From an optimization exercise on the open Yosys and OpenROAD flow, aimed at small area; shortcuts taken in it are not production practice.
No functional check of the RTL was part of this run.
Power is estimated from default activity; no workload was simulated.

===== design/flow/config.mk =====
export PLATFORM = sky130hd
export DESIGN_NAME = resample_interp
export DESIGN_NICKNAME = resample_interp
export VERILOG_FILES = /design/flow/design.v
export SDC_FILE = /design/flow/constraint.sdc
export NUM_CORES = 4
export LEC_CHECK = 0
export CAP_MARGIN = 20
export CORE_MARGIN = 2
export CORE_UTILIZATION = 40
export CTS_BUF_LIST = sky130_fd_sc_hd__clkbuf_16
export CTS_CLUSTER_DIAMETER = 80
export CTS_CLUSTER_SIZE = 25
export PLACE_DENSITY = 0.6
export SLEW_MARGIN = 20
export SYNTH_HIERARCHICAL = 1
export SYNTH_MINIMUM_KEEP_SIZE = 0

===== design/flow/constraint.sdc =====
create_clock -name core_clock -period 6.0 [get_ports {clk}]
set_input_delay 1.2000 -clock core_clock [delete_from_list [all_inputs] [get_ports {clk}]]
set_output_delay 1.2000 -clock core_clock [all_outputs]
set_load 0.01 [all_outputs]

===== design/flow/design.v =====
module resample_interp #(
    parameter int SYM_WIDTH = 1,
    parameter int INT_WIDTH = 1,
    parameter int DEC_WIDTH = 14,
    parameter int MU_WIDTH  = 8,
    parameter int DEPTH     = 8,
    parameter int CNT_WIDTH = 16,
    localparam int DW = SYM_WIDTH + INT_WIDTH + DEC_WIDTH,
    localparam int LW = $clog2(DEPTH) + 1
) (
    input  logic                 clk,
    input  logic                 rst,
    input  logic                 flush,
    input  logic                 in_valid,
    input  logic [DW-1:0]        in_i,
    input  logic [DW-1:0]        in_q,
    input  logic                 mk,
    input  logic [MU_WIDTH-1:0]  mu,
    input  logic                 mode,
    input  logic                 out_ready,
    output logic                 out_valid,
    output logic [DW-1:0]        out_i,
    output logic [DW-1:0]        out_q,
    output logic [LW-1:0]        fifo_level,
    output logic                 overflow,
    output logic [CNT_WIDTH-1:0] sym_cnt
);
    localparam int AW = $clog2(DEPTH);
    localparam logic [DW-1:0] SGN = DW'(1) << (DW - 1);
    logic                 strobe;
    logic                 x_zero;
    logic [DW-1:0]        x_i, x_q;
    logic                 s1_valid, s2_valid, s3_valid;
    logic [DW-1:0]        s1_a_i, s1_a_q;
    logic [MU_WIDTH-1:0]  s1_mu;
    logic [DW-1:0]        s2_y_i, s2_y_q, s3_y_i, s3_y_q;
    logic [DW-1:0]        y_i, y_q;
    logic [DW-1:0]        mem_i [DEPTH];
    logic [DW-1:0]        mem_q [DEPTH];
    logic [AW-1:0]        wr_ptr, rd_ptr;
    logic                 full, pop, wr_ok;
    assign strobe = in_valid && mk;
    always_ff @(posedge clk or posedge rst) begin
        if (rst) begin
            x_zero   <= 1'b1;
            s1_valid <= 1'b0;
            s2_valid <= 1'b0;
            s3_valid <= 1'b0;
        end else if (flush) begin
            x_zero   <= 1'b1;
            s1_valid <= 1'b0;
            s2_valid <= 1'b0;
            s3_valid <= 1'b0;
        end else begin
            if (in_valid) x_zero <= 1'b0;
            s1_valid <= strobe;
            s2_valid <= s1_valid;
            s3_valid <= s2_valid;
        end
    end
    always_ff @(posedge clk) begin
        if (in_valid) begin
            x_i <= in_i ^ SGN;
            x_q <= in_q ^ SGN;
        end
        s1_a_i <= !mode ? in_i ^ SGN : x_zero ? SGN : x_i;
        s1_a_q <= !mode ? in_q ^ SGN : x_zero ? SGN : x_q;
        s1_mu  <= mu;
        s2_y_i <= y_i ^ SGN;
        s2_y_q <= y_q ^ SGN;
        s3_y_i <= s2_y_i;
        s3_y_q <= s2_y_q;
    end
    logic [15:0] ari_1;
    logic [15:0] ari_2;
    logic [15:0] ari_3;
    logic [15:0] ari_4;
    logic [15:0] ari_5;
    logic [15:0] ari_6;
    logic [15:0] ari_7;
    logic [15:0] ari_8;
    logic ari_9;
    logic ari_10;
    logic ari_11;
    logic ari_12;
    logic ari_13;
    logic ari_14;
    logic ari_15;
    logic ari_16;
    logic ari_17;
    logic ari_18;
    logic ari_19;
    logic ari_20;
    logic ari_21;
    logic ari_22;
    logic ari_23;
    logic ari_24;
    logic ari_25;
    logic ari_26;
    logic ari_27;
    logic ari_28;
    logic ari_29;
    logic ari_30;
    logic ari_31;
    logic ari_32;
    logic ari_33;
    logic ari_34;
    logic ari_35;
    logic ari_36;
    logic ari_37;
    logic ari_38;
    logic ari_39;
    logic ari_40;
    logic ari_41;
    logic ari_42;
    logic ari_43;
    logic ari_44;
    logic ari_45;
    logic ari_46;
    logic ari_47;
    logic ari_48;
    logic ari_49;
    logic ari_50;
    logic ari_51;
    logic ari_52;
    logic ari_53;
    logic ari_54;
    logic ari_55;
    logic ari_56;
    logic ari_57;
    logic ari_58;
    logic ari_59;
    logic ari_60;
    logic ari_61;
    logic ari_62;
    logic ari_63;
    logic ari_64;
    logic ari_65;
    logic ari_66;
    logic ari_67;
    logic ari_68;
    logic ari_69;
    logic ari_70;
    logic ari_71;
    logic ari_72;
    logic ari_73;
    logic ari_74;
    logic ari_75;
    logic ari_76;
    logic ari_77;
    logic ari_78;
    logic ari_79;
    logic ari_80;
    logic ari_81;
    logic ari_82;
    logic ari_83;
    logic ari_84;
    logic ari_85;
    logic ari_86;
    logic ari_87;
    logic ari_88;
    logic ari_89;
    logic ari_90;
    logic ari_91;
    logic ari_92;
    logic ari_93;
    logic ari_94;
    logic ari_95;
    logic ari_96;
    logic ari_97;
    logic ari_98;
    logic ari_99;
    logic ari_100;
    logic ari_101;
    logic ari_102;
    logic ari_103;
    logic ari_104;
    logic ari_105;
    logic ari_106;
    logic ari_107;
    logic ari_108;
    logic ari_109;
    logic ari_110;
    logic ari_111;
    logic ari_112;
    logic ari_113;
    logic ari_114;
    logic ari_115;
    logic ari_116;
    logic ari_117;
    logic ari_118;
    logic ari_119;
    logic ari_120;
    logic ari_121;
    logic ari_122;
    logic ari_123;
    logic ari_124;
    logic ari_125;
    logic ari_126;
    logic ari_127;
    logic ari_128;
    logic ari_129;
    logic ari_130;
    logic ari_131;
    logic ari_132;
    logic ari_133;
    logic ari_134;
    logic ari_135;
    logic ari_136;
    logic ari_137;
    logic ari_138;
    logic ari_139;
    logic ari_140;
    logic ari_141;
    logic ari_142;
    logic ari_143;
    logic ari_144;
    logic ari_145;
    logic ari_146;
    logic ari_147;
    logic ari_148;
    logic ari_149;
    logic ari_150;
    logic ari_151;
    logic ari_152;
    logic ari_153;
    logic ari_154;
    logic ari_155;
    logic ari_156;
    logic ari_157;
    logic ari_158;
    logic ari_159;
    logic ari_160;
    logic ari_161;
    logic ari_162;
    logic ari_163;
    logic ari_164;
    logic ari_165;
    logic ari_166;
    logic ari_167;
    logic ari_168;
    logic ari_169;
    logic ari_170;
    logic ari_171;
    logic ari_172;
    logic ari_173;
    logic ari_174;
    logic ari_175;
    logic ari_176;
    logic ari_177;
    logic ari_178;
    logic ari_179;
    logic ari_180;
    logic ari_181;
    logic ari_182;
    logic ari_183;
    logic ari_184;
    logic ari_185;
    logic ari_186;
    logic ari_187;
    logic ari_188;
    logic ari_189;
    logic ari_190;
    logic ari_191;
    logic ari_192;
    logic ari_193;
    logic ari_194;
    logic ari_195;
    logic ari_196;
    logic ari_197;
    logic ari_198;
    logic ari_199;
    logic ari_200;
    logic ari_201;
    logic ari_202;
    logic ari_203;
    logic ari_204;
    logic ari_205;
    logic ari_206;
    logic ari_207;
    logic ari_208;
    logic ari_209;
    logic ari_210;
    logic ari_211;
    logic ari_212;
    logic ari_213;
    logic ari_214;
    logic ari_215;
    logic ari_216;
    logic ari_217;
    logic ari_218;
    logic ari_219;
    logic ari_220;
    logic ari_221;
    logic ari_222;
    logic ari_223;
    logic ari_224;
    logic ari_225;
    logic ari_226;
    logic ari_227;
    logic ari_228;
    logic ari_229;
    logic ari_230;
    logic ari_231;
    logic ari_232;
    logic ari_233;
    logic ari_234;
    logic ari_235;
    logic ari_236;
    logic ari_237;
    logic ari_238;
    logic ari_239;
    logic ari_240;
    logic ari_241;
    logic ari_242;
    logic ari_243;
    logic ari_244;
    logic ari_245;
    logic ari_246;
    logic ari_247;
    logic ari_248;
    logic ari_249;
    logic ari_250;
    logic ari_251;
    logic ari_252;
    logic ari_253;
    logic ari_254;
    logic ari_255;
    logic ari_256;
    logic ari_257;
    logic ari_258;
    logic ari_259;
    logic ari_260;
    logic ari_261;
    logic ari_262;
    logic ari_263;
    logic ari_264;
    logic ari_265;
    logic ari_266;
    logic ari_267;
    logic ari_268;
    logic ari_269;
    logic ari_270;
    logic ari_271;
    logic ari_272;
    logic ari_273;
    logic ari_274;
    logic ari_275;
    logic ari_276;
    logic ari_277;
    logic ari_278;
    logic ari_279;
    logic ari_280;
    logic ari_281;
    logic ari_282;
    logic ari_283;
    logic ari_284;
    logic ari_285;
    logic ari_286;
    logic ari_287;
    logic ari_288;
    logic ari_289;
    logic ari_290;
    logic ari_291;
    logic ari_292;
    logic ari_293;
    logic ari_294;
    logic ari_295;
    logic ari_296;
    logic ari_297;
    logic ari_298;
    logic ari_299;
    logic ari_300;
    logic ari_301;
    logic ari_302;
    logic ari_303;
    logic ari_304;
    logic ari_305;
    logic ari_306;
    logic ari_307;
    logic ari_308;
    logic ari_309;
    logic ari_310;
    logic ari_311;
    logic ari_312;
    logic ari_313;
    logic ari_314;
    logic ari_315;
    logic ari_316;
    logic ari_317;
    logic ari_318;
    logic ari_319;
    logic ari_320;
    logic ari_321;
    logic ari_322;
    logic ari_323;
    logic ari_324;
    logic ari_325;
    assign ari_1 = s1_mu[0] ? x_i : s1_a_i;
    assign ari_2 = s1_mu[1] ? x_i : s1_a_i;
    assign ari_3 = s1_mu[2] ? x_i : s1_a_i;
    assign ari_4 = s1_mu[3] ? x_i : s1_a_i;
    assign ari_5 = s1_mu[4] ? x_i : s1_a_i;
    assign ari_6 = s1_mu[5] ? x_i : s1_a_i;
    assign ari_7 = s1_mu[6] ? x_i : s1_a_i;
    assign ari_8 = s1_mu[7] ? x_i : s1_a_i;
    ri_ha u_ari_9 (s1_a_i[1], ari_1[1], ari_9, ari_10);
    ri_fa u_ari_11 (s1_a_i[2], ari_1[2], ari_2[1], ari_11, ari_12);
    ri_ha u_ari_13 (ari_3[0], ari_10, ari_13, ari_14);
    ri_fa u_ari_15 (s1_a_i[3], ari_1[3], ari_2[2], ari_15, ari_16);
    ri_fa u_ari_17 (ari_3[1], ari_4[0], ari_12, ari_17, ari_18);
    ri_ha u_ari_19 (ari_14, ari_15, ari_19, ari_20);
    ri_fa u_ari_21 (s1_a_i[4], ari_1[4], ari_2[3], ari_21, ari_22);
    ri_fa u_ari_23 (ari_3[2], ari_4[1], ari_5[0], ari_23, ari_24);
    ri_fa u_ari_25 (ari_16, ari_21, ari_23, ari_25, ari_26);
    ri_ha u_ari_27 (ari_20, ari_18, ari_27, ari_28);
    ri_fa u_ari_29 (s1_a_i[5], ari_1[5], ari_2[4], ari_29, ari_30);
    ri_fa u_ari_31 (ari_3[3], ari_4[2], ari_5[1], ari_31, ari_32);
    ri_fa u_ari_33 (ari_6[0], ari_22, ari_24, ari_33, ari_34);
    ri_fa u_ari_35 (ari_29, ari_31, ari_26, ari_35, ari_36);
    ri_ha u_ari_37 (ari_33, ari_28, ari_37, ari_38);
    ri_fa u_ari_39 (s1_a_i[6], ari_1[6], ari_2[5], ari_39, ari_40);
    ri_fa u_ari_41 (ari_3[4], ari_4[3], ari_5[2], ari_41, ari_42);
    ri_fa u_ari_43 (ari_6[1], ari_7[0], ari_30, ari_43, ari_44);
    ri_fa u_ari_45 (ari_32, ari_39, ari_41, ari_45, ari_46);
    ri_fa u_ari_47 (ari_34, ari_43, ari_45, ari_47, ari_48);
    ri_ha u_ari_49 (ari_36, ari_38, ari_49, ari_50);
    assign ari_51 = ~(s1_a_i[7] ^ ari_1[7]);
    assign ari_52 = s1_a_i[7] | ari_1[7];
    ri_fa u_ari_53 (ari_2[6], ari_3[5], ari_4[4], ari_53, ari_54);
    ri_fa u_ari_55 (ari_5[3], ari_6[2], ari_7[1], ari_55, ari_56);
    ri_fa u_ari_57 (ari_8[0], ari_51, ari_40, ari_57, ari_58);
    ri_fa u_ari_59 (ari_42, ari_53, ari_55, ari_59, ari_60);
    ri_fa u_ari_61 (ari_44, ari_46, ari_57, ari_61, ari_62);
    ri_fa u_ari_63 (ari_59, ari_48, ari_61, ari_63, ari_64);
    ri_fa u_ari_65 (s1_a_i[8], ari_1[8], ari_2[7], ari_65, ari_66);
    ri_fa u_ari_67 (ari_3[6], ari_4[5], ari_5[4], ari_67, ari_68);
    ri_fa u_ari_69 (ari_6[3], ari_7[2], ari_8[1], ari_69, ari_70);
    ri_fa u_ari_71 (ari_52, ari_54, ari_56, ari_71, ari_72);
    ri_fa u_ari_73 (ari_65, ari_67, ari_69, ari_73, ari_74);
    ri_fa u_ari_75 (ari_58, ari_60, ari_71, ari_75, ari_76);
    ri_fa u_ari_77 (ari_73, ari_62, ari_75, ari_77, ari_78);
    ri_fa u_ari_79 (s1_a_i[9], ari_1[9], ari_2[8], ari_79, ari_80);
    ri_fa u_ari_81 (ari_3[7], ari_4[6], ari_5[5], ari_81, ari_82);
    ri_fa u_ari_83 (ari_6[4], ari_7[3], ari_8[2], ari_83, ari_84);
    ri_fa u_ari_85 (ari_66, ari_68, ari_70, ari_85, ari_86);
    ri_fa u_ari_87 (ari_79, ari_81, ari_83, ari_87, ari_88);
    ri_fa u_ari_89 (ari_72, ari_74, ari_85, ari_89, ari_90);
    ri_fa u_ari_91 (ari_87, ari_76, ari_89, ari_91, ari_92);
    ri_fa u_ari_93 (s1_a_i[10], ari_1[10], ari_2[9], ari_93, ari_94);
    ri_fa u_ari_95 (ari_3[8], ari_4[7], ari_5[6], ari_95, ari_96);
    ri_fa u_ari_97 (ari_6[5], ari_7[4], ari_8[3], ari_97, ari_98);
    ri_fa u_ari_99 (ari_80, ari_82, ari_84, ari_99, ari_100);
    ri_fa u_ari_101 (ari_93, ari_95, ari_97, ari_101, ari_102);
    ri_fa u_ari_103 (ari_86, ari_88, ari_99, ari_103, ari_104);
    ri_fa u_ari_105 (ari_101, ari_90, ari_103, ari_105, ari_106);
    ri_fa u_ari_107 (s1_a_i[11], ari_1[11], ari_2[10], ari_107, ari_108);
    ri_fa u_ari_109 (ari_3[9], ari_4[8], ari_5[7], ari_109, ari_110);
    ri_fa u_ari_111 (ari_6[6], ari_7[5], ari_8[4], ari_111, ari_112);
    ri_fa u_ari_113 (ari_94, ari_96, ari_98, ari_113, ari_114);
    ri_fa u_ari_115 (ari_107, ari_109, ari_111, ari_115, ari_116);
    ri_fa u_ari_117 (ari_100, ari_102, ari_113, ari_117, ari_118);
    ri_fa u_ari_119 (ari_115, ari_104, ari_117, ari_119, ari_120);
    ri_fa u_ari_121 (s1_a_i[12], ari_1[12], ari_2[11], ari_121, ari_122);
    ri_fa u_ari_123 (ari_3[10], ari_4[9], ari_5[8], ari_123, ari_124);
    ri_fa u_ari_125 (ari_6[7], ari_7[6], ari_8[5], ari_125, ari_126);
    ri_fa u_ari_127 (ari_108, ari_110, ari_112, ari_127, ari_128);
    ri_fa u_ari_129 (ari_121, ari_123, ari_125, ari_129, ari_130);
    ri_fa u_ari_131 (ari_114, ari_116, ari_127, ari_131, ari_132);
    ri_fa u_ari_133 (ari_129, ari_118, ari_131, ari_133, ari_134);
    ri_fa u_ari_135 (s1_a_i[13], ari_1[13], ari_2[12], ari_135, ari_136);
    ri_fa u_ari_137 (ari_3[11], ari_4[10], ari_5[9], ari_137, ari_138);
    ri_fa u_ari_139 (ari_6[8], ari_7[7], ari_8[6], ari_139, ari_140);
    ri_fa u_ari_141 (ari_122, ari_124, ari_126, ari_141, ari_142);
    ri_fa u_ari_143 (ari_135, ari_137, ari_139, ari_143, ari_144);
    ri_fa u_ari_145 (ari_128, ari_130, ari_141, ari_145, ari_146);
    ri_fa u_ari_147 (ari_143, ari_132, ari_145, ari_147, ari_148);
    ri_fa u_ari_149 (s1_a_i[14], ari_1[14], ari_2[13], ari_149, ari_150);
    ri_fa u_ari_151 (ari_3[12], ari_4[11], ari_5[10], ari_151, ari_152);
    ri_fa u_ari_153 (ari_6[9], ari_7[8], ari_8[7], ari_153, ari_154);
    ri_fa u_ari_155 (ari_136, ari_138, ari_140, ari_155, ari_156);
    ri_fa u_ari_157 (ari_149, ari_151, ari_153, ari_157, ari_158);
    ri_fa u_ari_159 (ari_142, ari_144, ari_155, ari_159, ari_160);
    ri_fa u_ari_161 (ari_157, ari_146, ari_159, ari_161, ari_162);
    ri_fa u_ari_163 (s1_a_i[15], ari_1[15], ari_2[14], ari_163, ari_164);
    ri_fa u_ari_165 (ari_3[13], ari_4[12], ari_5[11], ari_165, ari_166);
    ri_fa u_ari_167 (ari_6[10], ari_7[9], ari_8[8], ari_167, ari_168);
    ri_fa u_ari_169 (ari_150, ari_152, ari_154, ari_169, ari_170);
    ri_fa u_ari_171 (ari_163, ari_165, ari_167, ari_171, ari_172);
    ri_fa u_ari_173 (ari_156, ari_158, ari_169, ari_173, ari_174);
    ri_fa u_ari_175 (ari_171, ari_160, ari_173, ari_175, ari_176);
    ri_fa u_ari_177 (ari_2[15], ari_3[14], ari_4[13], ari_177, ari_178);
    ri_fa u_ari_179 (ari_5[12], ari_6[11], ari_7[10], ari_179, ari_180);
    ri_fa u_ari_181 (ari_8[9], ari_164, ari_166, ari_181, ari_182);
    ri_fa u_ari_183 (ari_168, ari_177, ari_179, ari_183, ari_184);
    ri_fa u_ari_185 (ari_170, ari_172, ari_181, ari_185, ari_186);
    ri_fa u_ari_187 (ari_183, ari_174, ari_185, ari_187, ari_188);
    ri_fa u_ari_189 (ari_3[15], ari_4[14], ari_5[13], ari_189, ari_190);
    ri_fa u_ari_191 (ari_6[12], ari_7[11], ari_8[10], ari_191, ari_192);
    ri_fa u_ari_193 (ari_178, ari_180, ari_189, ari_193, ari_194);
    ri_fa u_ari_195 (ari_191, ari_182, ari_184, ari_195, ari_196);
    ri_fa u_ari_197 (ari_193, ari_186, ari_195, ari_197, ari_198);
    ri_fa u_ari_199 (ari_4[15], ari_5[14], ari_6[13], ari_199, ari_200);
    ri_fa u_ari_201 (ari_7[12], ari_8[11], ari_190, ari_201, ari_202);
    ri_fa u_ari_203 (ari_192, ari_199, ari_194, ari_203, ari_204);
    ri_fa u_ari_205 (ari_201, ari_196, ari_203, ari_205, ari_206);
    ri_fa u_ari_207 (ari_5[15], ari_6[14], ari_7[13], ari_207, ari_208);
    ri_fa u_ari_209 (ari_8[12], ari_200, ari_207, ari_209, ari_210);
    ri_fa u_ari_211 (ari_202, ari_209, ari_204, ari_211, ari_212);
    ri_fa u_ari_213 (ari_6[15], ari_7[14], ari_8[13], ari_213, ari_214);
    ri_fa u_ari_215 (ari_208, ari_213, ari_210, ari_215, ari_216);
    ri_fa u_ari_217 (ari_7[15], ari_8[14], ari_214, ari_217, ari_218);
    ri_ha u_ari_219 (s1_a_i[0], ari_1[0], ari_219, ari_220);
    ri_ha u_ari_221 (ari_2[0], ari_9, ari_221, ari_222);
    ri_ha u_ari_223 (ari_11, ari_13, ari_223, ari_224);
    ri_ha u_ari_225 (ari_19, ari_17, ari_225, ari_226);
    ri_ha u_ari_227 (ari_25, ari_27, ari_227, ari_228);
    ri_ha u_ari_229 (ari_37, ari_35, ari_229, ari_230);
    ri_ha u_ari_231 (ari_47, ari_49, ari_231, ari_232);
    ri_ha u_ari_233 (ari_50, ari_63, ari_233, ari_234);
    ri_ha u_ari_235 (ari_64, ari_77, ari_235, ari_236);
    ri_ha u_ari_237 (ari_78, ari_91, ari_237, ari_238);
    ri_ha u_ari_239 (ari_92, ari_105, ari_239, ari_240);
    ri_ha u_ari_241 (ari_106, ari_119, ari_241, ari_242);
    ri_ha u_ari_243 (ari_120, ari_133, ari_243, ari_244);
    ri_ha u_ari_245 (ari_134, ari_147, ari_245, ari_246);
    ri_ha u_ari_247 (ari_148, ari_161, ari_247, ari_248);
    ri_ha u_ari_249 (ari_162, ari_175, ari_249, ari_250);
    ri_ha u_ari_251 (ari_176, ari_187, ari_251, ari_252);
    ri_ha u_ari_253 (ari_188, ari_197, ari_253, ari_254);
    ri_ha u_ari_255 (ari_198, ari_205, ari_255, ari_256);
    ri_ha u_ari_257 (ari_206, ari_211, ari_257, ari_258);
    ri_ha u_ari_259 (ari_215, ari_212, ari_259, ari_260);
    ri_ha u_ari_261 (ari_217, ari_216, ari_261, ari_262);
    ri_ha u_ari_263 (ari_8[15], ari_218, ari_263, ari_264);
    assign ari_265 = ari_222 | (ari_221 & ari_220);
    assign ari_266 = ari_224 | (ari_223 & ari_265);
    assign ari_267 = ari_226 | (ari_225 & ari_266);
    assign ari_268 = ari_228 | (ari_227 & ari_267);
    assign ari_269 = ari_230 | (ari_229 & ari_268);
    assign ari_270 = ari_232 | (ari_231 & ari_269);
    assign ari_271 = ari_234 | (ari_233 & ari_270);
    assign ari_272 = ari_236 | (ari_235 & ari_271);
    assign ari_273 = ari_238 | (ari_237 & ari_272);
    assign ari_274 = ari_242 | (ari_241 & ari_240);
    assign ari_275 = ari_241 & ari_239;
    assign ari_276 = ari_246 | (ari_245 & ari_244);
    assign ari_277 = ari_245 & ari_243;
    assign ari_278 = ari_250 | (ari_249 & ari_248);
    assign ari_279 = ari_249 & ari_247;
    assign ari_280 = ari_254 | (ari_253 & ari_252);
    assign ari_281 = ari_253 & ari_251;
    assign ari_282 = ari_258 | (ari_257 & ari_256);
    assign ari_283 = ari_257 & ari_255;
    assign ari_284 = ari_262 | (ari_261 & ari_260);
    assign ari_285 = ari_261 & ari_259;
    assign ari_286 = 1'b0 | (1'b0 & ari_264);
    assign ari_287 = 1'b0 & ari_263;
    assign ari_288 = ari_274 | (ari_275 & ari_273);
    assign ari_289 = ari_278 | (ari_279 & ari_276);
    assign ari_290 = ari_279 & ari_277;
    assign ari_291 = ari_282 | (ari_283 & ari_280);
    assign ari_292 = ari_283 & ari_281;
    assign ari_293 = ari_286 | (ari_287 & ari_284);
    assign ari_294 = ari_287 & ari_285;
    assign ari_295 = ari_289 | (ari_290 & ari_288);
    assign ari_296 = ari_293 | (ari_294 & ari_291);
    assign ari_297 = ari_294 & ari_292;
    assign ari_298 = ari_296 | (ari_297 & ari_295);
    assign ari_299 = ari_291 | (ari_292 & ari_295);
    assign ari_300 = ari_276 | (ari_277 & ari_288);
    assign ari_301 = ari_280 | (ari_281 & ari_295);
    assign ari_302 = ari_284 | (ari_285 & ari_299);
    assign ari_303 = ari_240 | (ari_239 & ari_273);
    assign ari_304 = ari_244 | (ari_243 & ari_288);
    assign ari_305 = ari_248 | (ari_247 & ari_300);
    assign ari_306 = ari_252 | (ari_251 & ari_295);
    assign ari_307 = ari_256 | (ari_255 & ari_301);
    assign ari_308 = ari_260 | (ari_259 & ari_299);
    assign ari_309 = ari_264 | (ari_263 & ari_302);
    assign ari_310 = ari_235 ^ ari_271;
    assign ari_311 = ari_237 ^ ari_272;
    assign ari_312 = ari_239 ^ ari_273;
    assign ari_313 = ari_241 ^ ari_303;
    assign ari_314 = ari_243 ^ ari_288;
    assign ari_315 = ari_245 ^ ari_304;
    assign ari_316 = ari_247 ^ ari_300;
    assign ari_317 = ari_249 ^ ari_305;
    assign ari_318 = ari_251 ^ ari_295;
    assign ari_319 = ari_253 ^ ari_306;
    assign ari_320 = ari_255 ^ ari_301;
    assign ari_321 = ari_257 ^ ari_307;
    assign ari_322 = ari_259 ^ ari_299;
    assign ari_323 = ari_261 ^ ari_308;
    assign ari_324 = ari_263 ^ ari_302;
    assign ari_325 = 1'b0 ^ ari_309;
    assign y_i = {ari_325, ari_324, ari_323, ari_322, ari_321, ari_320, ari_319, ari_318, ari_317, ari_316, ari_315, ari_314, ari_313, ari_312, ari_311, ari_310};
    logic [15:0] arq_1;
    logic [15:0] arq_2;
    logic [15:0] arq_3;
    logic [15:0] arq_4;
    logic [15:0] arq_5;
    logic [15:0] arq_6;
    logic [15:0] arq_7;
    logic [15:0] arq_8;
    logic arq_9;
    logic arq_10;
    logic arq_11;
    logic arq_12;
    logic arq_13;
    logic arq_14;
    logic arq_15;
    logic arq_16;
    logic arq_17;
    logic arq_18;
    logic arq_19;
    logic arq_20;
    logic arq_21;
    logic arq_22;
    logic arq_23;
    logic arq_24;
    logic arq_25;
    logic arq_26;
    logic arq_27;
    logic arq_28;
    logic arq_29;
    logic arq_30;
    logic arq_31;
    logic arq_32;
    logic arq_33;
    logic arq_34;
    logic arq_35;
    logic arq_36;
    logic arq_37;
    logic arq_38;
    logic arq_39;
    logic arq_40;
    logic arq_41;
    logic arq_42;
    logic arq_43;
    logic arq_44;
    logic arq_45;
    logic arq_46;
    logic arq_47;
    logic arq_48;
    logic arq_49;
    logic arq_50;
    logic arq_51;
    logic arq_52;
    logic arq_53;
    logic arq_54;
    logic arq_55;
    logic arq_56;
    logic arq_57;
    logic arq_58;
    logic arq_59;
    logic arq_60;
    logic arq_61;
    logic arq_62;
    logic arq_63;
    logic arq_64;
    logic arq_65;
    logic arq_66;
    logic arq_67;
    logic arq_68;
    logic arq_69;
    logic arq_70;
    logic arq_71;
    logic arq_72;
    logic arq_73;
    logic arq_74;
    logic arq_75;
    logic arq_76;
    logic arq_77;
    logic arq_78;
    logic arq_79;
    logic arq_80;
    logic arq_81;
    logic arq_82;
    logic arq_83;
    logic arq_84;
    logic arq_85;
    logic arq_86;
    logic arq_87;
    logic arq_88;
    logic arq_89;
    logic arq_90;
    logic arq_91;
    logic arq_92;
    logic arq_93;
    logic arq_94;
    logic arq_95;
    logic arq_96;
    logic arq_97;
    logic arq_98;
    logic arq_99;
    logic arq_100;
    logic arq_101;
    logic arq_102;
    logic arq_103;
    logic arq_104;
    logic arq_105;
    logic arq_106;
    logic arq_107;
    logic arq_108;
    logic arq_109;
    logic arq_110;
    logic arq_111;
    logic arq_112;
    logic arq_113;
    logic arq_114;
    logic arq_115;
    logic arq_116;
    logic arq_117;
    logic arq_118;
    logic arq_119;
    logic arq_120;
    logic arq_121;
    logic arq_122;
    logic arq_123;
    logic arq_124;
    logic arq_125;
    logic arq_126;
    logic arq_127;
    logic arq_128;
    logic arq_129;
    logic arq_130;
    logic arq_131;
    logic arq_132;
    logic arq_133;
    logic arq_134;
    logic arq_135;
    logic arq_136;
    logic arq_137;
    logic arq_138;
    logic arq_139;
    logic arq_140;
    logic arq_141;
    logic arq_142;
    logic arq_143;
    logic arq_144;
    logic arq_145;
    logic arq_146;
    logic arq_147;
    logic arq_148;
    logic arq_149;
    logic arq_150;
    logic arq_151;
    logic arq_152;
    logic arq_153;
    logic arq_154;
    logic arq_155;
    logic arq_156;
    logic arq_157;
    logic arq_158;
    logic arq_159;
    logic arq_160;
    logic arq_161;
    logic arq_162;
    logic arq_163;
    logic arq_164;
    logic arq_165;
    logic arq_166;
    logic arq_167;
    logic arq_168;
    logic arq_169;
    logic arq_170;
    logic arq_171;
    logic arq_172;
    logic arq_173;
    logic arq_174;
    logic arq_175;
    logic arq_176;
    logic arq_177;
    logic arq_178;
    logic arq_179;
    logic arq_180;
    logic arq_181;
    logic arq_182;
    logic arq_183;
    logic arq_184;
    logic arq_185;
    logic arq_186;
    logic arq_187;
    logic arq_188;
    logic arq_189;
    logic arq_190;
    logic arq_191;
    logic arq_192;
    logic arq_193;
    logic arq_194;
    logic arq_195;
    logic arq_196;
    logic arq_197;
    logic arq_198;
    logic arq_199;
    logic arq_200;
    logic arq_201;
    logic arq_202;
    logic arq_203;
    logic arq_204;
    logic arq_205;
    logic arq_206;
    logic arq_207;
    logic arq_208;
    logic arq_209;
    logic arq_210;
    logic arq_211;
    logic arq_212;
    logic arq_213;
    logic arq_214;
    logic arq_215;
    logic arq_216;
    logic arq_217;
    logic arq_218;
    logic arq_219;
    logic arq_220;
    logic arq_221;
    logic arq_222;
    logic arq_223;
    logic arq_224;
    logic arq_225;
    logic arq_226;
    logic arq_227;
    logic arq_228;
    logic arq_229;
    logic arq_230;
    logic arq_231;
    logic arq_232;
    logic arq_233;
    logic arq_234;
    logic arq_235;
    logic arq_236;
    logic arq_237;
    logic arq_238;
    logic arq_239;
    logic arq_240;
    logic arq_241;
    logic arq_242;
    logic arq_243;
    logic arq_244;
    logic arq_245;
    logic arq_246;
    logic arq_247;
    logic arq_248;
    logic arq_249;
    logic arq_250;
    logic arq_251;
    logic arq_252;
    logic arq_253;
    logic arq_254;
    logic arq_255;
    logic arq_256;
    logic arq_257;
    logic arq_258;
    logic arq_259;
    logic arq_260;
    logic arq_261;
    logic arq_262;
    logic arq_263;
    logic arq_264;
    logic arq_265;
    logic arq_266;
    logic arq_267;
    logic arq_268;
    logic arq_269;
    logic arq_270;
    logic arq_271;
    logic arq_272;
    logic arq_273;
    logic arq_274;
    logic arq_275;
    logic arq_276;
    logic arq_277;
    logic arq_278;
    logic arq_279;
    logic arq_280;
    logic arq_281;
    logic arq_282;
    logic arq_283;
    logic arq_284;
    logic arq_285;
    logic arq_286;
    logic arq_287;
    logic arq_288;
    logic arq_289;
    logic arq_290;
    logic arq_291;
    logic arq_292;
    logic arq_293;
    logic arq_294;
    logic arq_295;
    logic arq_296;
    logic arq_297;
    logic arq_298;
    logic arq_299;
    logic arq_300;
    logic arq_301;
    logic arq_302;
    logic arq_303;
    logic arq_304;
    logic arq_305;
    logic arq_306;
    logic arq_307;
    logic arq_308;
    logic arq_309;
    logic arq_310;
    logic arq_311;
    logic arq_312;
    logic arq_313;
    logic arq_314;
    logic arq_315;
    logic arq_316;
    logic arq_317;
    logic arq_318;
    logic arq_319;
    logic arq_320;
    logic arq_321;
    logic arq_322;
    logic arq_323;
    logic arq_324;
    logic arq_325;
    assign arq_1 = s1_mu[0] ? x_q : s1_a_q;
    assign arq_2 = s1_mu[1] ? x_q : s1_a_q;
    assign arq_3 = s1_mu[2] ? x_q : s1_a_q;
    assign arq_4 = s1_mu[3] ? x_q : s1_a_q;
    assign arq_5 = s1_mu[4] ? x_q : s1_a_q;
    assign arq_6 = s1_mu[5] ? x_q : s1_a_q;
    assign arq_7 = s1_mu[6] ? x_q : s1_a_q;
    assign arq_8 = s1_mu[7] ? x_q : s1_a_q;
    ri_ha u_arq_9 (s1_a_q[1], arq_1[1], arq_9, arq_10);
    ri_fa u_arq_11 (s1_a_q[2], arq_1[2], arq_2[1], arq_11, arq_12);
    ri_ha u_arq_13 (arq_3[0], arq_10, arq_13, arq_14);
    ri_fa u_arq_15 (s1_a_q[3], arq_1[3], arq_2[2], arq_15, arq_16);
    ri_fa u_arq_17 (arq_3[1], arq_4[0], arq_12, arq_17, arq_18);
    ri_ha u_arq_19 (arq_14, arq_15, arq_19, arq_20);
    ri_fa u_arq_21 (s1_a_q[4], arq_1[4], arq_2[3], arq_21, arq_22);
    ri_fa u_arq_23 (arq_3[2], arq_4[1], arq_5[0], arq_23, arq_24);
    ri_fa u_arq_25 (arq_16, arq_21, arq_23, arq_25, arq_26);
    ri_ha u_arq_27 (arq_20, arq_18, arq_27, arq_28);
    ri_fa u_arq_29 (s1_a_q[5], arq_1[5], arq_2[4], arq_29, arq_30);
    ri_fa u_arq_31 (arq_3[3], arq_4[2], arq_5[1], arq_31, arq_32);
    ri_fa u_arq_33 (arq_6[0], arq_22, arq_24, arq_33, arq_34);
    ri_fa u_arq_35 (arq_29, arq_31, arq_26, arq_35, arq_36);
    ri_ha u_arq_37 (arq_33, arq_28, arq_37, arq_38);
    ri_fa u_arq_39 (s1_a_q[6], arq_1[6], arq_2[5], arq_39, arq_40);
    ri_fa u_arq_41 (arq_3[4], arq_4[3], arq_5[2], arq_41, arq_42);
    ri_fa u_arq_43 (arq_6[1], arq_7[0], arq_30, arq_43, arq_44);
    ri_fa u_arq_45 (arq_32, arq_39, arq_41, arq_45, arq_46);
    ri_fa u_arq_47 (arq_34, arq_43, arq_45, arq_47, arq_48);
    ri_ha u_arq_49 (arq_36, arq_38, arq_49, arq_50);
    assign arq_51 = ~(s1_a_q[7] ^ arq_1[7]);
    assign arq_52 = s1_a_q[7] | arq_1[7];
    ri_fa u_arq_53 (arq_2[6], arq_3[5], arq_4[4], arq_53, arq_54);
    ri_fa u_arq_55 (arq_5[3], arq_6[2], arq_7[1], arq_55, arq_56);
    ri_fa u_arq_57 (arq_8[0], arq_51, arq_40, arq_57, arq_58);
    ri_fa u_arq_59 (arq_42, arq_53, arq_55, arq_59, arq_60);
    ri_fa u_arq_61 (arq_44, arq_46, arq_57, arq_61, arq_62);
    ri_fa u_arq_63 (arq_59, arq_48, arq_61, arq_63, arq_64);
    ri_fa u_arq_65 (s1_a_q[8], arq_1[8], arq_2[7], arq_65, arq_66);
    ri_fa u_arq_67 (arq_3[6], arq_4[5], arq_5[4], arq_67, arq_68);
    ri_fa u_arq_69 (arq_6[3], arq_7[2], arq_8[1], arq_69, arq_70);
    ri_fa u_arq_71 (arq_52, arq_54, arq_56, arq_71, arq_72);
    ri_fa u_arq_73 (arq_65, arq_67, arq_69, arq_73, arq_74);
    ri_fa u_arq_75 (arq_58, arq_60, arq_71, arq_75, arq_76);
    ri_fa u_arq_77 (arq_73, arq_62, arq_75, arq_77, arq_78);
    ri_fa u_arq_79 (s1_a_q[9], arq_1[9], arq_2[8], arq_79, arq_80);
    ri_fa u_arq_81 (arq_3[7], arq_4[6], arq_5[5], arq_81, arq_82);
    ri_fa u_arq_83 (arq_6[4], arq_7[3], arq_8[2], arq_83, arq_84);
    ri_fa u_arq_85 (arq_66, arq_68, arq_70, arq_85, arq_86);
    ri_fa u_arq_87 (arq_79, arq_81, arq_83, arq_87, arq_88);
    ri_fa u_arq_89 (arq_72, arq_74, arq_85, arq_89, arq_90);
    ri_fa u_arq_91 (arq_87, arq_76, arq_89, arq_91, arq_92);
    ri_fa u_arq_93 (s1_a_q[10], arq_1[10], arq_2[9], arq_93, arq_94);
    ri_fa u_arq_95 (arq_3[8], arq_4[7], arq_5[6], arq_95, arq_96);
    ri_fa u_arq_97 (arq_6[5], arq_7[4], arq_8[3], arq_97, arq_98);
    ri_fa u_arq_99 (arq_80, arq_82, arq_84, arq_99, arq_100);
    ri_fa u_arq_101 (arq_93, arq_95, arq_97, arq_101, arq_102);
    ri_fa u_arq_103 (arq_86, arq_88, arq_99, arq_103, arq_104);
    ri_fa u_arq_105 (arq_101, arq_90, arq_103, arq_105, arq_106);
    ri_fa u_arq_107 (s1_a_q[11], arq_1[11], arq_2[10], arq_107, arq_108);
    ri_fa u_arq_109 (arq_3[9], arq_4[8], arq_5[7], arq_109, arq_110);
    ri_fa u_arq_111 (arq_6[6], arq_7[5], arq_8[4], arq_111, arq_112);
    ri_fa u_arq_113 (arq_94, arq_96, arq_98, arq_113, arq_114);
    ri_fa u_arq_115 (arq_107, arq_109, arq_111, arq_115, arq_116);
    ri_fa u_arq_117 (arq_100, arq_102, arq_113, arq_117, arq_118);
    ri_fa u_arq_119 (arq_115, arq_104, arq_117, arq_119, arq_120);
    ri_fa u_arq_121 (s1_a_q[12], arq_1[12], arq_2[11], arq_121, arq_122);
    ri_fa u_arq_123 (arq_3[10], arq_4[9], arq_5[8], arq_123, arq_124);
    ri_fa u_arq_125 (arq_6[7], arq_7[6], arq_8[5], arq_125, arq_126);
    ri_fa u_arq_127 (arq_108, arq_110, arq_112, arq_127, arq_128);
    ri_fa u_arq_129 (arq_121, arq_123, arq_125, arq_129, arq_130);
    ri_fa u_arq_131 (arq_114, arq_116, arq_127, arq_131, arq_132);
    ri_fa u_arq_133 (arq_129, arq_118, arq_131, arq_133, arq_134);
    ri_fa u_arq_135 (s1_a_q[13], arq_1[13], arq_2[12], arq_135, arq_136);
    ri_fa u_arq_137 (arq_3[11], arq_4[10], arq_5[9], arq_137, arq_138);
    ri_fa u_arq_139 (arq_6[8], arq_7[7], arq_8[6], arq_139, arq_140);
    ri_fa u_arq_141 (arq_122, arq_124, arq_126, arq_141, arq_142);
    ri_fa u_arq_143 (arq_135, arq_137, arq_139, arq_143, arq_144);
    ri_fa u_arq_145 (arq_128, arq_130, arq_141, arq_145, arq_146);
    ri_fa u_arq_147 (arq_143, arq_132, arq_145, arq_147, arq_148);
    ri_fa u_arq_149 (s1_a_q[14], arq_1[14], arq_2[13], arq_149, arq_150);
    ri_fa u_arq_151 (arq_3[12], arq_4[11], arq_5[10], arq_151, arq_152);
    ri_fa u_arq_153 (arq_6[9], arq_7[8], arq_8[7], arq_153, arq_154);
    ri_fa u_arq_155 (arq_136, arq_138, arq_140, arq_155, arq_156);
    ri_fa u_arq_157 (arq_149, arq_151, arq_153, arq_157, arq_158);
    ri_fa u_arq_159 (arq_142, arq_144, arq_155, arq_159, arq_160);
    ri_fa u_arq_161 (arq_157, arq_146, arq_159, arq_161, arq_162);
    ri_fa u_arq_163 (s1_a_q[15], arq_1[15], arq_2[14], arq_163, arq_164);
    ri_fa u_arq_165 (arq_3[13], arq_4[12], arq_5[11], arq_165, arq_166);
    ri_fa u_arq_167 (arq_6[10], arq_7[9], arq_8[8], arq_167, arq_168);
    ri_fa u_arq_169 (arq_150, arq_152, arq_154, arq_169, arq_170);
    ri_fa u_arq_171 (arq_163, arq_165, arq_167, arq_171, arq_172);
    ri_fa u_arq_173 (arq_156, arq_158, arq_169, arq_173, arq_174);
    ri_fa u_arq_175 (arq_171, arq_160, arq_173, arq_175, arq_176);
    ri_fa u_arq_177 (arq_2[15], arq_3[14], arq_4[13], arq_177, arq_178);
    ri_fa u_arq_179 (arq_5[12], arq_6[11], arq_7[10], arq_179, arq_180);
    ri_fa u_arq_181 (arq_8[9], arq_164, arq_166, arq_181, arq_182);
    ri_fa u_arq_183 (arq_168, arq_177, arq_179, arq_183, arq_184);
    ri_fa u_arq_185 (arq_170, arq_172, arq_181, arq_185, arq_186);
    ri_fa u_arq_187 (arq_183, arq_174, arq_185, arq_187, arq_188);
    ri_fa u_arq_189 (arq_3[15], arq_4[14], arq_5[13], arq_189, arq_190);
    ri_fa u_arq_191 (arq_6[12], arq_7[11], arq_8[10], arq_191, arq_192);
    ri_fa u_arq_193 (arq_178, arq_180, arq_189, arq_193, arq_194);
    ri_fa u_arq_195 (arq_191, arq_182, arq_184, arq_195, arq_196);
    ri_fa u_arq_197 (arq_193, arq_186, arq_195, arq_197, arq_198);
    ri_fa u_arq_199 (arq_4[15], arq_5[14], arq_6[13], arq_199, arq_200);
    ri_fa u_arq_201 (arq_7[12], arq_8[11], arq_190, arq_201, arq_202);
    ri_fa u_arq_203 (arq_192, arq_199, arq_194, arq_203, arq_204);
    ri_fa u_arq_205 (arq_201, arq_196, arq_203, arq_205, arq_206);
    ri_fa u_arq_207 (arq_5[15], arq_6[14], arq_7[13], arq_207, arq_208);
    ri_fa u_arq_209 (arq_8[12], arq_200, arq_207, arq_209, arq_210);
    ri_fa u_arq_211 (arq_202, arq_209, arq_204, arq_211, arq_212);
    ri_fa u_arq_213 (arq_6[15], arq_7[14], arq_8[13], arq_213, arq_214);
    ri_fa u_arq_215 (arq_208, arq_213, arq_210, arq_215, arq_216);
    ri_fa u_arq_217 (arq_7[15], arq_8[14], arq_214, arq_217, arq_218);
    ri_ha u_arq_219 (s1_a_q[0], arq_1[0], arq_219, arq_220);
    ri_ha u_arq_221 (arq_2[0], arq_9, arq_221, arq_222);
    ri_ha u_arq_223 (arq_11, arq_13, arq_223, arq_224);
    ri_ha u_arq_225 (arq_19, arq_17, arq_225, arq_226);
    ri_ha u_arq_227 (arq_25, arq_27, arq_227, arq_228);
    ri_ha u_arq_229 (arq_37, arq_35, arq_229, arq_230);
    ri_ha u_arq_231 (arq_47, arq_49, arq_231, arq_232);
    ri_ha u_arq_233 (arq_50, arq_63, arq_233, arq_234);
    ri_ha u_arq_235 (arq_64, arq_77, arq_235, arq_236);
    ri_ha u_arq_237 (arq_78, arq_91, arq_237, arq_238);
    ri_ha u_arq_239 (arq_92, arq_105, arq_239, arq_240);
    ri_ha u_arq_241 (arq_106, arq_119, arq_241, arq_242);
    ri_ha u_arq_243 (arq_120, arq_133, arq_243, arq_244);
    ri_ha u_arq_245 (arq_134, arq_147, arq_245, arq_246);
    ri_ha u_arq_247 (arq_148, arq_161, arq_247, arq_248);
    ri_ha u_arq_249 (arq_162, arq_175, arq_249, arq_250);
    ri_ha u_arq_251 (arq_176, arq_187, arq_251, arq_252);
    ri_ha u_arq_253 (arq_188, arq_197, arq_253, arq_254);
    ri_ha u_arq_255 (arq_198, arq_205, arq_255, arq_256);
    ri_ha u_arq_257 (arq_206, arq_211, arq_257, arq_258);
    ri_ha u_arq_259 (arq_215, arq_212, arq_259, arq_260);
    ri_ha u_arq_261 (arq_217, arq_216, arq_261, arq_262);
    ri_ha u_arq_263 (arq_8[15], arq_218, arq_263, arq_264);
    assign arq_265 = arq_222 | (arq_221 & arq_220);
    assign arq_266 = arq_224 | (arq_223 & arq_265);
    assign arq_267 = arq_226 | (arq_225 & arq_266);
    assign arq_268 = arq_228 | (arq_227 & arq_267);
    assign arq_269 = arq_230 | (arq_229 & arq_268);
    assign arq_270 = arq_232 | (arq_231 & arq_269);
    assign arq_271 = arq_234 | (arq_233 & arq_270);
    assign arq_272 = arq_236 | (arq_235 & arq_271);
    assign arq_273 = arq_238 | (arq_237 & arq_272);
    assign arq_274 = arq_242 | (arq_241 & arq_240);
    assign arq_275 = arq_241 & arq_239;
    assign arq_276 = arq_246 | (arq_245 & arq_244);
    assign arq_277 = arq_245 & arq_243;
    assign arq_278 = arq_250 | (arq_249 & arq_248);
    assign arq_279 = arq_249 & arq_247;
    assign arq_280 = arq_254 | (arq_253 & arq_252);
    assign arq_281 = arq_253 & arq_251;
    assign arq_282 = arq_258 | (arq_257 & arq_256);
    assign arq_283 = arq_257 & arq_255;
    assign arq_284 = arq_262 | (arq_261 & arq_260);
    assign arq_285 = arq_261 & arq_259;
    assign arq_286 = 1'b0 | (1'b0 & arq_264);
    assign arq_287 = 1'b0 & arq_263;
    assign arq_288 = arq_274 | (arq_275 & arq_273);
    assign arq_289 = arq_278 | (arq_279 & arq_276);
    assign arq_290 = arq_279 & arq_277;
    assign arq_291 = arq_282 | (arq_283 & arq_280);
    assign arq_292 = arq_283 & arq_281;
    assign arq_293 = arq_286 | (arq_287 & arq_284);
    assign arq_294 = arq_287 & arq_285;
    assign arq_295 = arq_289 | (arq_290 & arq_288);
    assign arq_296 = arq_293 | (arq_294 & arq_291);
    assign arq_297 = arq_294 & arq_292;
    assign arq_298 = arq_296 | (arq_297 & arq_295);
    assign arq_299 = arq_291 | (arq_292 & arq_295);
    assign arq_300 = arq_276 | (arq_277 & arq_288);
    assign arq_301 = arq_280 | (arq_281 & arq_295);
    assign arq_302 = arq_284 | (arq_285 & arq_299);
    assign arq_303 = arq_240 | (arq_239 & arq_273);
    assign arq_304 = arq_244 | (arq_243 & arq_288);
    assign arq_305 = arq_248 | (arq_247 & arq_300);
    assign arq_306 = arq_252 | (arq_251 & arq_295);
    assign arq_307 = arq_256 | (arq_255 & arq_301);
    assign arq_308 = arq_260 | (arq_259 & arq_299);
    assign arq_309 = arq_264 | (arq_263 & arq_302);
    assign arq_310 = arq_235 ^ arq_271;
    assign arq_311 = arq_237 ^ arq_272;
    assign arq_312 = arq_239 ^ arq_273;
    assign arq_313 = arq_241 ^ arq_303;
    assign arq_314 = arq_243 ^ arq_288;
    assign arq_315 = arq_245 ^ arq_304;
    assign arq_316 = arq_247 ^ arq_300;
    assign arq_317 = arq_249 ^ arq_305;
    assign arq_318 = arq_251 ^ arq_295;
    assign arq_319 = arq_253 ^ arq_306;
    assign arq_320 = arq_255 ^ arq_301;
    assign arq_321 = arq_257 ^ arq_307;
    assign arq_322 = arq_259 ^ arq_299;
    assign arq_323 = arq_261 ^ arq_308;
    assign arq_324 = arq_263 ^ arq_302;
    assign arq_325 = 1'b0 ^ arq_309;
    assign y_q = {arq_325, arq_324, arq_323, arq_322, arq_321, arq_320, arq_319, arq_318, arq_317, arq_316, arq_315, arq_314, arq_313, arq_312, arq_311, arq_310};
    assign full      = fifo_level == LW'(DEPTH);
    assign out_valid = fifo_level != '0;
    assign pop       = out_valid && out_ready;
    assign wr_ok     = s3_valid && (!full || pop);
    always_comb begin
        out_i = '0;
        out_q = '0;
        for (int k = 0; k < DEPTH; k++) begin
            if (out_valid && rd_ptr == AW'(k)) begin
                out_i = out_i | mem_i[k];
                out_q = out_q | mem_q[k];
            end
        end
    end
    always_ff @(posedge clk) begin
        if (wr_ok && !flush) begin
            mem_i[wr_ptr] <= s3_y_i;
            mem_q[wr_ptr] <= s3_y_q;
        end
    end
    always_ff @(posedge clk or posedge rst) begin
        if (rst) begin
            wr_ptr     <= '0;
            rd_ptr     <= '0;
            fifo_level <= '0;
            overflow   <= 1'b0;
            sym_cnt    <= '0;
        end else if (flush) begin
            wr_ptr     <= '0;
            rd_ptr     <= '0;
            fifo_level <= '0;
            overflow   <= 1'b0;
            sym_cnt    <= '0;
        end else begin
            if (wr_ok) begin
                wr_ptr  <= wr_ptr + AW'(1);
                sym_cnt <= sym_cnt + CNT_WIDTH'(1);
            end
            if (pop) begin
                rd_ptr <= rd_ptr + AW'(1);
            end
            case ({wr_ok, pop})
                2'b10:   fifo_level <= fifo_level + LW'(1);
                2'b01:   fifo_level <= fifo_level - LW'(1);
                default: fifo_level <= fifo_level;
            endcase
            if (s3_valid && !wr_ok) begin
                overflow <= 1'b1;
            end
        end
    end
endmodule
module ri_fa (
    input  logic a, b, c,
    output logic s, co
);
    assign s  = a ^ b ^ c;
    assign co = (a & b) | (c & (a ^ b));
endmodule
module ri_ha (
    input  logic a, b,
    output logic s, co
);
    assign s  = a ^ b;
    assign co = a & b;
endmodule

===== design/flow/flow/run.sh =====
#!/bin/bash
# Layout flow: the standard ORFS flow (standard.sh, unchanged synthesis)
# with two changes to the layout steps:
#   * port buffers use the smallest buffer (buf_1) instead of the resizer's
#     default choice; every input and output port still gets a buffer;
#   * clock tree synthesis runs without dummy loads, with the same clustering
#     settings as config.mk.
# Each tool's full output is in orfs/logs/ (one log per step); make's own
# output goes to flow_make.log in the work folder.
set -euo pipefail
export BUFFER_PORTS_ARGS="-buffer_cell sky130_fd_sc_hd__buf_1"
export CTS_ARGS="-sink_clustering_enable -repair_clock_nets -dont_use_dummy_load -buf_list sky130_fd_sc_hd__clkbuf_16 -sink_clustering_size 25 -sink_clustering_max_diameter 80"
bash standard.sh > flow_make.log 2>&1

===== design/flow/standard.sh =====
#!/bin/bash
# synth_recipe.tcl (not shown) runs the flow's synth.tcl, then flattens the netlist and writes it again
# the make line also repeats each setting of config.mk as NAME=value (left out here)
make -C /OpenROAD-flow-scripts/flow DESIGN_CONFIG=/design/flow/config.mk WORK_HOME=/design/flow/orfs CLKGATE_MAP_FILE= SYNTH_SCRIPT=/design/flow/synth_recipe.tcl "${@:-finish}"

==> impl_metrics.yaml <==
setup_path:
  worst_path_required_ns: 6.49
  critPathMaxFanout: 23
  timing.reg2reg.setup_slack_ns: 0.27
  critPathArrivalTime_ns: 6.21
  worstSetupPathType: "register to register"
  setup.worst_path.end_class: "register"
  cp-start-kind: "register"
clock_network:
  buffers_inserted_by_post_cts_timing_repair: 0
  clock-sinks: 423
  cts_made_buffers: 25
  cts-root-to-sink-buffers: 3
  cts.htree.levels: 1
  clk_root_buffer_cell: "sky130_fd_sc_hd__clkbuf_16"
  path_clk_slew_ns: 0.09
  cts_hold_buffers: 0
  worst_skew_pair.late_latency_ns: 0.59
  clock_tree_from_tritoncts: "done"
timing:
  relSlewSlack_pct: 23.81
  setup_viol_count_final: 0
  hold_violations: 0
  final_setup_skew_ns: 0.09028
  worstMarginPinSlew_ns: 1.143
  rsz_0062_raised_after_global_routing: "true"
  highest_attainable_clock_frequency_mhz: 174.7
  max_slew_violation_total_from_the_final_report: 0
  layout_min_cycle_time_ns: 5.725
  layout_worst_path_cycle_share_pct: 95.42
  finalSetupTns_ns: 0
floorplan:
  num_io_pins: 101
  floorplan.initialDensity_pct: 40.62
  row_count: 87
  height_of_the_die_um: 244.0
  core_um2: 56710
  die-area_um2: 59530
  die_w_um: 244.0
job:
  max_cap_viol_count: 0
synthesis:
  synth_flop_cell: "sky130_fd_sc_hd__edfxtp_1"
  ys_types: 53
  share_of_synthesized_registers_carrying_an_async_set_or_reset_pct: 7.329
  share_of_synthesized_area_occupied_by_flip_flops_and_latches_pct: 49.95
  synth_edf_count: 288
  synth-seq-cells: 423
  post_synth_inst_count: 1574
  yosys_warnings: 7
  synth.avg_cell_area_um2: 14.64
  mappedNetlistNets: 1906
  netlist_area_um2: 23040
routing:
  wirelength_mm: 54.01
  routed_wire_length_per_instance_um: 22.39
  drtPass1Iterations: 8
  dr_total_vias: 13040
  drc_errors: 0
  drt_iter0_markers: 1040
  antenna_violating_nets_post_route: 0
  avgViaCountPerCell: 5.406
grt:
  global_route_congestion_overflow_total: 0
  track_usage_pct: 18.19
  grt_pass1_wl_mm: 83.94
  maximum_number_of_pins_on_one_net_before_global_route_repair: 63
  antenna_found_initial: 1
  grt_pass1_vias: 13597
place:
  placement.io_buffers: 100
  globalplace.congestion: 0.8492
  hpwl_mm: 36.87
power:
  report.power.total_mw: 11.50
  internal-power_mw: 7.154
  pwr-share-clk_pct: 14.2
  power-per-cell-area_nw_per_um2: 459.2
  max_ir_drop_vdd_mv: 0.2728
  net-switching-power_mw: 4.348
  swShare_pct: 37.80
  total_leakage_power_nw: 9.237
  power.share.combinational_pct: 49.2
  power.share.sequential_pct: 36.6
cells_and_area:
  layout.nets: 1989
  drive_above_1_share_pct: 21.51
  layout-area-overhead-vs-synth_pct: 8.711
  postLayoutCoreUtil_pct: 44.16
min_path:
  worstHoldPathType: "register to register"
status:
  status: "timing/DRC/antenna clean"
power groups by stage:
stage	combinational (mW)	sequential, mW	clock [mW]
3_5_place_dp	5.63	4.27	0
6_report	5.66	4.21	1.63
3_3_place_gp	5.54	4.24	0
5_1_grt	6.57	4.26	1.78
4_1_cts	5.71	4.21	1.67
2_1_floorplan	4.11	4.07	0
synthesized netlist by cell type, drive strengths merged, types with 30 or more instances:
cell type	count	area [µm²]
a222oi	31	310.3
a22oi	44	330.3
clkbuf	58	217.7
dfrtp	30	750.7
dfxtp	104	2082
edfxtp	288	8648
fa	197	3944
ha	88	1101
inv	48	180.2
mux2	258	2905
nand2	36	135.1
nand3	39	195.2
nand3b	30	225.2
nor2	55	206.5
o21ai	56	284.0
stage by stage:
step / cells / hold slack, ns / worst slack, ns / cell area, µm²
after global placement: 2386 / 0.3107 / -0.01248 / 24400
after detailed placement: 2386 / 0.3121 / -0.08131 / 24400
final: 2412 / 0.3118 / 0.2749 / 25050
after floorplan: 1574 / 0.3096 / 0.3231 / 23040
after CTS: 2411 / 0.3234 / 0.03890 / 25020
after global routing: 2411 / 0.3012 / -0.03338 / 25040
critical path, stage by stage, from the launching register on:
cell and delay, ns:
sky130_fd_sc_hd__dfxtp_1 0.37, sky130_fd_sc_hd__buf_12 0.20, sky130_fd_sc_hd__mux2_2 0.37, sky130_fd_sc_hd__fa_1 0.47, sky130_fd_sc_hd__fa_1 0.46, sky130_fd_sc_hd__fa_1 0.54, sky130_fd_sc_hd__fa_1 0.46, sky130_fd_sc_hd__ha_1 0.24
sky130_fd_sc_hd__or4_1 0.42, sky130_fd_sc_hd__a211oi_2 0.25, sky130_fd_sc_hd__o21ai_2 0.14, sky130_fd_sc_hd__ha_1 0.19, sky130_fd_sc_hd__or2_2 0.27, sky130_fd_sc_hd__ha_1 0.19, sky130_fd_sc_hd__o211ai_1 0.21, sky130_fd_sc_hd__a21oi_1 0.15
sky130_fd_sc_hd__o21ai_2 0.21, sky130_fd_sc_hd__a21oi_1 0.10, sky130_fd_sc_hd__ha_1 0.19, sky130_fd_sc_hd__nor2_1 0.11, sky130_fd_sc_hd__xnor2_1 0.13
per-module statistics from Yosys (local to each module, per instance):
module	cell area [µm²]	copies in the design	cells
resample_interp	18390	1	1320
ri_fa	20.02	196	1
ri_ha	12.51	58	1
sequential cells by signal, summed over array words and instances (netlist names), 3 cells and up:
signal      flops
x_i            16
mem_i         128
x_q            16
wr_ptr          3
s2_y_i         16
s3_y_q         16
s3_y_i         16
s2_y_q         16
mem_q         128
s1_a_q         16
s1_mu           8
s1_a_i         16
fifo_level      4
rd_ptr          3
sym_cnt        16
layout make-up:
type	instances	area, µm²
Sequential cell	423	11510
Inverter	48	180.2
Multi-Input combinational cell	1019	11070
Antenna cell	1	2.502
Timing Repair Buffer	140	716.9
Fill cell	5024	31670
Tap cell	756	945.9
Clock buffer	25	625.6
path summary, 6_finish.rpt:
path | from | to | depth (start not counted)
setup / recovery | s1_mu[2] | s2_y_i[13] | 20
setup reg to reg | s1_mu[2] | s2_y_i[13] | 20
hold reg to reg | s2_y_q[1] | s3_y_q[1] | 0
max in group asynchronous | rst | sym_cnt[2] | 3
hold / removal | s2_y_q[1] | s3_y_q[1] | 0
min in group asynchronous | rst | sym_cnt[5] | 3
layer usage:
layer / track usage [%] / wire (µm) / up-vias
li1: - / - / 5996
met1: 27.06 / 25610 / 6713
met2: 29.29 / 25290 / 293
met3: 2.162 / 2433 / 38
met4: 2.529 / 676 / 0
met5: 0 / 0 / -
cells by family after synthesis:
kind of cell | share of synthesized area [%]
DFF | 49.95
and+or+nand+nor | 5.415
muxes | 12.91
xor gates and xnor gates | 0.9123
adders and majority gates | 21.90
AOI/OAI and AO/OA | 6.539
buffers and inverters | 2.379
cells in the final DEF (no fill, tap or decap), types with 5 or more instances in the layout:
cell type and count:
sky130_fd_sc_hd__edfxtp_1 288, sky130_fd_sc_hd__mux2_2 258, sky130_fd_sc_hd__fa_1 197, sky130_fd_sc_hd__dfxtp_1 103, sky130_fd_sc_hd__buf_1 97, sky130_fd_sc_hd__ha_1 88
sky130_fd_sc_hd__o21ai_0 50, sky130_fd_sc_hd__nor2_1 49, sky130_fd_sc_hd__inv_1 47, sky130_fd_sc_hd__a22oi_1 44, sky130_fd_sc_hd__nand3_1 39, sky130_fd_sc_hd__buf_4 37
sky130_fd_sc_hd__nand2_1 36, sky130_fd_sc_hd__a222oi_1 31, sky130_fd_sc_hd__nand3b_1 30, sky130_fd_sc_hd__dfrtp_1 30, sky130_fd_sc_hd__clkbuf_16 25, sky130_fd_sc_hd__and3_1 23
sky130_fd_sc_hd__a21oi_1 22, sky130_fd_sc_hd__a221oi_1 19, sky130_fd_sc_hd__xnor2_1 17, sky130_fd_sc_hd__nor2b_1 10, sky130_fd_sc_hd__o211ai_1 10, sky130_fd_sc_hd__nand2b_1 8
sky130_fd_sc_hd__xor2_1 7, sky130_fd_sc_hd__mux2i_1 7, sky130_fd_sc_hd__a21o_1 6, sky130_fd_sc_hd__nor2_4 6, sky130_fd_sc_hd__or4_1 5, sky130_fd_sc_hd__or2_2 5
what timing repair did:
item                                    CTS  global route
pin swaps                                 0             1
endpoints found under the setup margin    1            15
resized for setup                         1             9

[static timing again, ports no longer ideal]
The flow's constraints put no driver on any port. The routed layout listed below was extracted and timed again, unchanged, in two steps. Step 1: set_driving_cell puts a clkbuf_16 on clk and a buf_2 on each other input, an assumption about the parent block. Step 2, shift: input delay + t, output delay - t, t = (earliest + latest rising clock arrival at the registers) / 2. This alone moves slack from input paths to output paths. a / b / c = ideal ports / drivers / drivers and shift; a / b = the first two.
t (ns): 0.601
setup WS [ns]: 0.275 / 0.275 / 0.275
slew at the worst register clock pin (ns): 0.10 / 0.10
cell pins on the clock port's net: 1
After both steps setup and hold are still met in this run. The setup slack of this run moves by 0.000 ns with the drivers and by 0.000 ns with both steps.
